This design comes from an exercise in tuning for a short achievable clock period on the open sky130 flow, not from production work. RTL that was checked went through simulation tests only; none was proved equivalent to the original. Power is estimated from default activity; no workload was simulated.

==> branch willow <==
==> flow/design.v <==
package bp_pkg;
   typedef enum logic [1:0] {
      STRONG_NT = 2'b00,
      WEAK_NT   = 2'b01,
      WEAK_T    = 2'b10,
      STRONG_T  = 2'b11
   } counter_t;
   localparam logic [31:0] STAT_MAX = 32'hFFFF_FFFF;
   function automatic counter_t sat_next(counter_t c, logic taken);
      counter_t n;
      n = c;
      case (c)
         bp_pkg::STRONG_NT: n = taken ? bp_pkg::WEAK_NT  : bp_pkg::STRONG_NT;
         bp_pkg::WEAK_NT:   n = taken ? bp_pkg::WEAK_T   : bp_pkg::STRONG_NT;
         bp_pkg::WEAK_T:    n = taken ? bp_pkg::STRONG_T : bp_pkg::WEAK_NT;
         bp_pkg::STRONG_T:  n = taken ? bp_pkg::STRONG_T : bp_pkg::WEAK_T;
         default:   n = bp_pkg::STRONG_NT;
      endcase
      sat_next = n;
   endfunction
endpackage
module bp_xnor2 (input logic a, b, output logic y);
   assign y = ~(a ^ b);
endmodule
module bp_nand4 (input logic a, b, c, d, output logic y);
   assign y = ~(a & b & c & d);
endmodule
module bp_nand3 (input logic a, b, c, output logic y);
   assign y = ~(a & b & c);
endmodule
module bp_nor4 (input logic a, b, c, d, output logic y);
   assign y = ~(a | b | c | d);
endmodule
module bp_nor3 (input logic a, b, c, output logic y);
   assign y = ~(a | b | c);
endmodule
module bp_a22oi (input logic a1, a2, b1, b2, output logic y);
   assign y = ~((a1 & a2) | (b1 & b2));
endmodule
module bp_or2 (input logic a, b, output logic y);
   assign y = a | b;
endmodule
module bp_o21a (input logic a1, a2, b, output logic y);
   assign y = (a1 | a2) & b;
endmodule
module br_predictor_btb
#(
   parameter  int ENTRIES = 16,
   parameter  int HIST_W  = 4,
   localparam int IDX_W   = $clog2(ENTRIES)
) (
   input  logic              CLK,
   input  logic              nRST,
   input  logic [31:0]       lookup_pc,
   output logic              hit,
   output logic              predict,
   output logic [31:0]       pred_target,
   output logic [HIST_W-1:0] pred_hist,
   input  logic              pc_en,
   input  logic              upd_valid,
   input  logic [31:0]       upd_pc,
   input  logic              upd_taken,
   input  logic [31:0]       upd_target,
   input  logic              upd_pred,
   input  logic [HIST_W-1:0] upd_hist,
   output logic [31:0]       br_count,
   output logic [31:0]       mispred_count
);
   localparam int TAG_W = 32 - IDX_W - 2;    
   localparam int NGRP  = (TAG_W + 1 + 3) / 4;   
   logic [ENTRIES-1:0] valid;
   logic [TAG_W-1:0]   tags    [ENTRIES];
   logic [31:0]        targets [ENTRIES];
   logic [1:0]         ctr     [ENTRIES];
   logic [IDX_W-1:0]   l_idx, u_idx;
   logic [TAG_W-1:0]   l_tag, u_tag;
   logic               upd;
   assign l_idx = lookup_pc[IDX_W+1:2];
   assign l_tag = lookup_pc[31:IDX_W+2];
   assign u_idx = upd_pc[IDX_W+1:2];
   assign u_tag = upd_pc[31:IDX_W+2];
   assign upd = upd_valid & pc_en;
   logic [ENTRIES-1:0] l_en;       
   logic [ENTRIES-1:0] l_a, l_b;   
   always_comb begin
      for (int i = 0; i < ENTRIES; i++)
         l_en[i] = valid[i] && (l_idx == IDX_W'(i));
   end
   for (genvar i = 0; i < ENTRIES; i++) begin : g_lk
      logic [4*NGRP-1:0] e;       
      logic [NGRP-1:0]   n;
      for (genvar k = 0; k < TAG_W; k++) begin : g_x
         bp_xnor2 u_x (.a(l_tag[k]), .b(tags[i][k]), .y(e[k]));
      end
      assign e[TAG_W] = l_en[i];
      for (genvar g = 0; g < NGRP; g++) begin : g_n
         if (4*g + 3 <= TAG_W)
            bp_nand4 u_n (.a(e[4*g]), .b(e[4*g+1]), .c(e[4*g+2]), .d(e[4*g+3]), .y(n[g]));
         else
            bp_nand3 u_n (.a(e[4*g]), .b(e[4*g+1]), .c(e[4*g+2]), .y(n[g]));
      end
      bp_nor4 u_a (.a(n[0]), .b(n[1]), .c(n[2]), .d(n[3]), .y(l_a[i]));
      bp_nor3 u_b (.a(n[4]), .b(n[5]), .c(n[6]), .y(l_b[i]));
   end
   localparam int NCOPY = 4;
   logic [NCOPY-1:0] h0, h1;
   for (genvar c = 0; c < NCOPY; c++) begin : g_cp
      logic [ENTRIES/2-1:0] pair_n;   
      for (genvar p = 0; p < ENTRIES/2; p++) begin : g_pr
         bp_a22oi u_p (.a1(l_a[2*p]), .a2(l_b[2*p]), .b1(l_a[2*p+1]), .b2(l_b[2*p+1]),
                       .y(pair_n[p]));
      end
      bp_nand4 u_h0 (.a(pair_n[0]), .b(pair_n[1]), .c(pair_n[2]), .d(pair_n[3]), .y(h0[c]));
      bp_nand4 u_h1 (.a(pair_n[4]), .b(pair_n[5]), .c(pair_n[6]), .d(pair_n[7]), .y(h1[c]));
   end
   logic [31:0] l_tgt;
   logic [1:0]  l_ctr;
   assign l_tgt = targets[l_idx];
   assign l_ctr = ctr[l_idx];
   bp_or2  u_hitg (.a(h0[0]), .b(h1[0]), .y(hit));
   bp_o21a u_pred (.a1(h0[NCOPY-1]), .a2(h1[NCOPY-1]), .b(l_ctr[1]), .y(predict));
   for (genvar b = 0; b < 32; b++) begin : g_tg
      bp_o21a u_t (.a1(h0[b/(32/NCOPY)]), .a2(h1[b/(32/NCOPY)]), .b(l_tgt[b]), .y(pred_target[b]));
   end
   assign pred_hist = '0;
   logic [ENTRIES-1:0] u_sel, u_hit, u_alloc, u_tgt_we;
   always_comb begin
      for (int i = 0; i < ENTRIES; i++) begin
         u_sel[i]    = upd && (u_idx == IDX_W'(i));
         u_hit[i]    = valid[i] && (tags[i] == u_tag);
         u_alloc[i]  = u_sel[i] & ~u_hit[i];
         u_tgt_we[i] = u_sel[i] & (~u_hit[i] | upd_taken);
      end
   end
   always_ff @(posedge CLK or negedge nRST) begin
      if (!nRST) valid <= '0;
      else       valid <= valid | u_alloc;
   end
   always_ff @(posedge CLK) begin
      for (int i = 0; i < ENTRIES; i++) begin
         if (u_alloc[i])  tags[i]    <= u_tag;
         if (u_tgt_we[i]) targets[i] <= upd_target;
         if (u_sel[i]) begin
            if (!u_hit[i]) ctr[i] <= upd_taken ? bp_pkg::WEAK_T : bp_pkg::WEAK_NT;
            else           ctr[i] <= bp_pkg::sat_next(bp_pkg::counter_t'(ctr[i]), upd_taken);
         end
      end
   end
   logic unused_bits;
   assign unused_bits = ^{lookup_pc[1:0], upd_pc[1:0], upd_hist};
   always_ff @(posedge CLK or negedge nRST) begin
      if (!nRST) begin
         br_count      <= '0;
         mispred_count <= '0;
      end else if (upd) begin
         if (br_count != bp_pkg::STAT_MAX) br_count <= br_count + 32'd1;
         if ((upd_pred != upd_taken) && (mispred_count != bp_pkg::STAT_MAX))
            mispred_count <= mispred_count + 32'd1;
      end
   end
endmodule
==> flow/run.sh <==
#!/bin/bash
# synth_recipe.tcl (not shown) runs the flow's synth.tcl, then flattens the netlist and writes it again
# the make line also repeats each setting of config.mk as NAME=value (left out here)
make -C /OpenROAD-flow-scripts/flow DESIGN_CONFIG=/design/flow/config.mk WORK_HOME=/design/flow/orfs CLKGATE_MAP_FILE= SYNTH_SCRIPT=/design/flow/synth_recipe.tcl finish
==> flow/config.mk <==
export PLATFORM = sky130hd
export DESIGN_NAME = br_predictor_btb
export DESIGN_NICKNAME = br_predictor_btb
export VERILOG_FILES = /design/flow/design.v
export SDC_FILE = /design/flow/constraint.sdc
export NUM_CORES = 4
export LEC_CHECK = 0
export CAP_MARGIN = 20
export CORE_MARGIN = 2
export CORE_UTILIZATION = 40
export SETUP_SLACK_MARGIN = 3.5
export SLEW_MARGIN = 20
export SYNTH_HIERARCHICAL = 1
export TNS_END_PERCENT = 10
==> flow/constraint.sdc <==
create_clock -name core_clock -period 7.0 [get_ports {CLK}]
set_input_delay 1.4000 -clock core_clock [delete_from_list [all_inputs] [get_ports {CLK}]]
set_output_delay 1.4000 -clock core_clock [all_outputs]
set_load 0.01 [all_outputs]
==> branch indigo: changes against branch willow <==
==> flow/design.v (replaced) <==
package bp_pkg;
   typedef enum logic [1:0] {
      STRONG_NT = 2'b00,
      WEAK_NT   = 2'b01,
      WEAK_T    = 2'b10,
      STRONG_T  = 2'b11
   } counter_t;
   localparam logic [31:0] STAT_MAX = 32'hFFFF_FFFF;
   function automatic counter_t sat_next(counter_t c, logic taken);
      counter_t n;
      n = c;
      case (c)
         bp_pkg::STRONG_NT: n = taken ? bp_pkg::WEAK_NT  : bp_pkg::STRONG_NT;
         bp_pkg::WEAK_NT:   n = taken ? bp_pkg::WEAK_T   : bp_pkg::STRONG_NT;
         bp_pkg::WEAK_T:    n = taken ? bp_pkg::STRONG_T : bp_pkg::WEAK_NT;
         bp_pkg::STRONG_T:  n = taken ? bp_pkg::STRONG_T : bp_pkg::WEAK_T;
         default:   n = bp_pkg::STRONG_NT;
      endcase
      sat_next = n;
   endfunction
endpackage
module bp_counter_table
#(
   parameter  int ENTRIES = 16
) (
   input  logic               CLK,
   output logic [2*ENTRIES-1:0] ctr,
   input  logic [ENTRIES-1:0] wr_en,
   input  logic               wr_taken,
   input  logic [ENTRIES-1:0] wr_alloc
);
   bp_pkg::counter_t c [ENTRIES];
   always_ff @(posedge CLK) begin
      for (int i = 0; i < ENTRIES; i++) begin
         if (wr_en[i]) begin
            if (wr_alloc[i]) c[i] <= wr_taken ? bp_pkg::WEAK_T : bp_pkg::WEAK_NT;
            else             c[i] <= bp_pkg::sat_next(c[i], wr_taken);
         end
      end
   end
   always_comb begin
      for (int i = 0; i < ENTRIES; i++) ctr[2*i +: 2] = c[i];
   end
endmodule
module br_predictor_btb
#(
   parameter  int ENTRIES = 16,
   parameter  int HIST_W  = 4,
   localparam int IDX_W   = $clog2(ENTRIES)
) (
   input  logic              CLK,
   input  logic              nRST,
   input  logic [31:0]       lookup_pc,
   output logic              hit,
   output logic              predict,
   output logic [31:0]       pred_target,
   output logic [HIST_W-1:0] pred_hist,
   input  logic              pc_en,
   input  logic              upd_valid,
   input  logic [31:0]       upd_pc,
   input  logic              upd_taken,
   input  logic [31:0]       upd_target,
   input  logic              upd_pred,
   input  logic [HIST_W-1:0] upd_hist,
   output logic [31:0]       br_count,
   output logic [31:0]       mispred_count
);
   localparam int TAG_W = 32 - IDX_W - 2;
   logic [ENTRIES-1:0] valid;
   logic [TAG_W-1:0]   tags    [ENTRIES];
   logic [31:0]        targets [ENTRIES];
   logic [2*ENTRIES-1:0] ctr;
   logic [IDX_W-1:0]   l_idx, u_idx;
   logic [TAG_W-1:0]   l_tag, u_tag;
   logic               upd;
   assign l_idx = lookup_pc[IDX_W+1:2];
   assign l_tag = lookup_pc[31:IDX_W+2];
   assign u_idx = upd_pc[IDX_W+1:2];
   assign u_tag = upd_pc[31:IDX_W+2];
   assign upd = upd_valid & pc_en;
   logic [ENTRIES-1:0] l_sel;
   logic [ENTRIES-1:0] l_taken;
   logic [31:0]        l_tgt;
   always_comb begin
      for (int i = 0; i < ENTRIES; i++)
         l_sel[i] = (l_idx == IDX_W'(i)) && valid[i] && (tags[i] == l_tag);
   end
   always_comb begin
      l_tgt = '0;
      for (int i = 0; i < ENTRIES; i++) begin
         l_taken[i] = l_sel[i] & ctr[2*i+1];
         l_tgt      = l_tgt | ({32{l_sel[i]}} & targets[i]);
      end
   end
   assign hit         = |l_sel;
   assign predict     = |l_taken;
   assign pred_target = l_tgt;
   assign pred_hist   = '0;
   logic [ENTRIES-1:0] u_sel, u_hit, u_alloc, u_tgt_we;
   always_comb begin
      for (int i = 0; i < ENTRIES; i++) begin
         u_sel[i]    = upd && (u_idx == IDX_W'(i));
         u_hit[i]    = valid[i] && (tags[i] == u_tag);
         u_alloc[i]  = u_sel[i] & ~u_hit[i];
         u_tgt_we[i] = u_sel[i] & (~u_hit[i] | upd_taken);
      end
   end
   bp_counter_table #(.ENTRIES(ENTRIES)) u_ctr (
      .CLK      (CLK),
      .ctr      (ctr),
      .wr_en    (u_sel),
      .wr_taken (upd_taken),
      .wr_alloc (~u_hit)
   );
   always_ff @(posedge CLK or negedge nRST) begin
      if (!nRST)           valid <= '0;
      else                 valid <= valid | u_alloc;
   end
   always_ff @(posedge CLK) begin
      for (int i = 0; i < ENTRIES; i++) begin
         if (u_alloc[i])  tags[i]    <= u_tag;
         if (u_tgt_we[i]) targets[i] <= upd_target;
      end
   end
   logic unused_bits;
   assign unused_bits = ^{lookup_pc[1:0], upd_pc[1:0], upd_hist};
   always_ff @(posedge CLK or negedge nRST) begin
      if (!nRST) begin
         br_count      <= '0;
         mispred_count <= '0;
      end else if (upd) begin
         if (br_count != bp_pkg::STAT_MAX) br_count <= br_count + 32'd1;
         if ((upd_pred != upd_taken) && (mispred_count != bp_pkg::STAT_MAX))
            mispred_count <= mispred_count + 32'd1;
      end
   end
endmodule
- CORE_UTILIZATION: 40 -> 65
- SETUP_SLACK_MARGIN: 3.5 -> 5.0
- SYNTH_HIERARCHICAL: 1 -> unset
- TNS_END_PERCENT: 10 -> unset
==> branch xenon: changes against branch willow <==
--- a/flow/design.v
+++ b/flow/design.v
@@ -45,2 +45,11 @@
 endmodule
+module bp_dec2 (input logic [1:0] a, output logic [3:0] y);
+   assign y[0] = ~a[1] & ~a[0];
+   assign y[1] = ~a[1] &  a[0];
+   assign y[2] =  a[1] & ~a[0];
+   assign y[3] =  a[1] &  a[0];
+endmodule
+module bp_and2 (input logic a, b, output logic y);
+   assign y = a & b;
+endmodule
 module br_predictor_btb
@@ -69,3 +78,3 @@
    localparam int TAG_W = 32 - IDX_W - 2;    
-   localparam int NGRP  = (TAG_W + 1 + 3) / 4;   
+   localparam int NGRP  = (TAG_W + 2 + 3) / 4;   
    logic [ENTRIES-1:0] valid;
@@ -82,8 +91,7 @@
    assign upd = upd_valid & pc_en;
-   logic [ENTRIES-1:0] l_en;       
+   logic [3:0]         l_dlo, l_dhi;
+   logic [ENTRIES-1:0] l_vd;
    logic [ENTRIES-1:0] l_a, l_b;   
-   always_comb begin
-      for (int i = 0; i < ENTRIES; i++)
-         l_en[i] = valid[i] && (l_idx == IDX_W'(i));
-   end
+   bp_dec2 u_dlo (.a(l_idx[1:0]), .y(l_dlo));
+   bp_dec2 u_dhi (.a(l_idx[3:2]), .y(l_dhi));
    for (genvar i = 0; i < ENTRIES; i++) begin : g_lk
@@ -94,8 +102,7 @@
       end
-      assign e[TAG_W] = l_en[i];
+      bp_and2 u_vd (.a(valid[i]), .b(l_dlo[i%4]), .y(l_vd[i]));
+      assign e[TAG_W]   = l_vd[i];
+      assign e[TAG_W+1] = l_dhi[i/4];
       for (genvar g = 0; g < NGRP; g++) begin : g_n
-         if (4*g + 3 <= TAG_W)
-            bp_nand4 u_n (.a(e[4*g]), .b(e[4*g+1]), .c(e[4*g+2]), .d(e[4*g+3]), .y(n[g]));
-         else
-            bp_nand3 u_n (.a(e[4*g]), .b(e[4*g+1]), .c(e[4*g+2]), .y(n[g]));
+         bp_nand4 u_n (.a(e[4*g]), .b(e[4*g+1]), .c(e[4*g+2]), .d(e[4*g+3]), .y(n[g]));
       end
==> flow/flow/run.sh (new file) <==
#!/bin/bash
# The standard layout, with the lookup's pins grouped on one stretch of the
# top edge (flow/io.tcl, read by ORFS's floorplan step through IO_CONSTRAINTS)
# and timing-driven global placement weighting its critical nets harder.
set -euo pipefail
cd "$(dirname "$0")/.."
bash standard.sh "IO_CONSTRAINTS=$PWD/flow/io.tcl" \
  "GLOBAL_PLACEMENT_ARGS=-timing_driven_net_weight_max 8 -timing_driven_nets_percentage 15" \
  finish > standard.log 2>&1
==> flow/flow/io.tcl (new file) <==
# Put the data pins on the top edge: the lookup's inputs and outputs together
# in the middle, the update's PC and controls to the left, its target to the
# right, so the tag and target storage gathers near the lookup pins.
set_io_pin_constraint -region top:140-210 -pin_names {lookup_pc[2] lookup_pc[3] lookup_pc[4] lookup_pc[5] lookup_pc[6] lookup_pc[7] lookup_pc[8] lookup_pc[9] lookup_pc[10] lookup_pc[11] lookup_pc[12] lookup_pc[13] lookup_pc[14] lookup_pc[15] lookup_pc[16] lookup_pc[17] lookup_pc[18] lookup_pc[19] lookup_pc[20] lookup_pc[21] lookup_pc[22] lookup_pc[23] lookup_pc[24] lookup_pc[25] lookup_pc[26] lookup_pc[27] lookup_pc[28] lookup_pc[29] lookup_pc[30] lookup_pc[31] pred_target[0] pred_target[1] pred_target[2] pred_target[3] pred_target[4] pred_target[5] pred_target[6] pred_target[7] pred_target[8] pred_target[9] pred_target[10] pred_target[11] pred_target[12] pred_target[13] pred_target[14] pred_target[15] pred_target[16] pred_target[17] pred_target[18] pred_target[19] pred_target[20] pred_target[21] pred_target[22] pred_target[23] pred_target[24] pred_target[25] pred_target[26] pred_target[27] pred_target[28] pred_target[29] pred_target[30] pred_target[31] hit predict}
set_io_pin_constraint -region top:60-135 -pin_names {upd_pc[2] upd_pc[3] upd_pc[4] upd_pc[5] upd_pc[6] upd_pc[7] upd_pc[8] upd_pc[9] upd_pc[10] upd_pc[11] upd_pc[12] upd_pc[13] upd_pc[14] upd_pc[15] upd_pc[16] upd_pc[17] upd_pc[18] upd_pc[19] upd_pc[20] upd_pc[21] upd_pc[22] upd_pc[23] upd_pc[24] upd_pc[25] upd_pc[26] upd_pc[27] upd_pc[28] upd_pc[29] upd_pc[30] upd_pc[31] upd_valid pc_en upd_taken upd_pred}
set_io_pin_constraint -region top:215-290 -pin_names {upd_target[0] upd_target[1] upd_target[2] upd_target[3] upd_target[4] upd_target[5] upd_target[6] upd_target[7] upd_target[8] upd_target[9] upd_target[10] upd_target[11] upd_target[12] upd_target[13] upd_target[14] upd_target[15] upd_target[16] upd_target[17] upd_target[18] upd_target[19] upd_target[20] upd_target[21] upd_target[22] upd_target[23] upd_target[24] upd_target[25] upd_target[26] upd_target[27] upd_target[28] upd_target[29] upd_target[30] upd_target[31]}
==> flow/standard.sh (new file) <==
#!/bin/bash
# synth_recipe.tcl (not shown) runs the flow's synth.tcl, then flattens the netlist and writes it again
# the make line also repeats each setting of config.mk as NAME=value (left out here)
make -C /OpenROAD-flow-scripts/flow DESIGN_CONFIG=/design/flow/config.mk WORK_HOME=/design/flow/orfs CLKGATE_MAP_FILE= SYNTH_SCRIPT=/design/flow/synth_recipe.tcl "${@:-finish}"
- CORE_UTILIZATION: 40 -> 50
removed: flow/run.sh
==> comparison table <==
metric	branch indigo	branch willow	branch xenon
Status	stopped before the end	no timing/DRC/antenna violations	no timing/DRC/antenna violations
Failing step	5_1_grt	-	-
Final Max Slew Viols	-	0	0
Count of cells resized by post-cts repair	1445	512	521
Antenna-violating nets left	-	0	0
Clk network pwr share	-	41.3%	40.7%
Internal power	-	10.8 mW	10.8 mW
Critical path buffers and inverters	-	10	7
Detail Route met3 WL	-	17300 um	14300 um
Area enclosed by the die boundary	-	0.122 mm^2	0.0981 mm^2
Layout clock buffer count	-	129	139
Leak pwr	-	19.4 nW	19.6 nW
End of the worst register-to-register path	-	targets[12][14]	targets[15][23]
Inverters	-	25	27
Startpoint of the most critical register-to-register path	-	tags[12][10]	tags[15][22]
Detailed-route DRC error count	-	0	0
No functional check of the RTL was part of branch willow.

separate check: timing with driven ports:
The results above use ideal ports. As a check the final layouts listed here were re-extracted and re-timed, cells and wires unchanged. Step 1 assumes that a clkbuf_16 drives the clock port and a buf_2 every other input. Step 2, shift: input delay + t, output delay - t, t = (earliest + latest rising clock arrival at the registers) / 2. This alone moves slack from input paths to output paths. a / b / c = ideal ports / drivers / drivers and shift; a / b = the first two.
| run | t (ns) | setup WS [ns] | worst data-port slew with drivers (ns) |
|---|---|---|---|
| branch willow | 0.775 | 1.971 / 1.865 / 1.865 | 0.23 |
| branch xenon | 0.781 | 2.186 / 1.871 / 1.871 | 0.43 |
After both steps setup and hold are still met in every run listed. The setup slack of branch xenon, which loses most, moves by -0.315 ns with the drivers and by -0.315 ns with both steps.
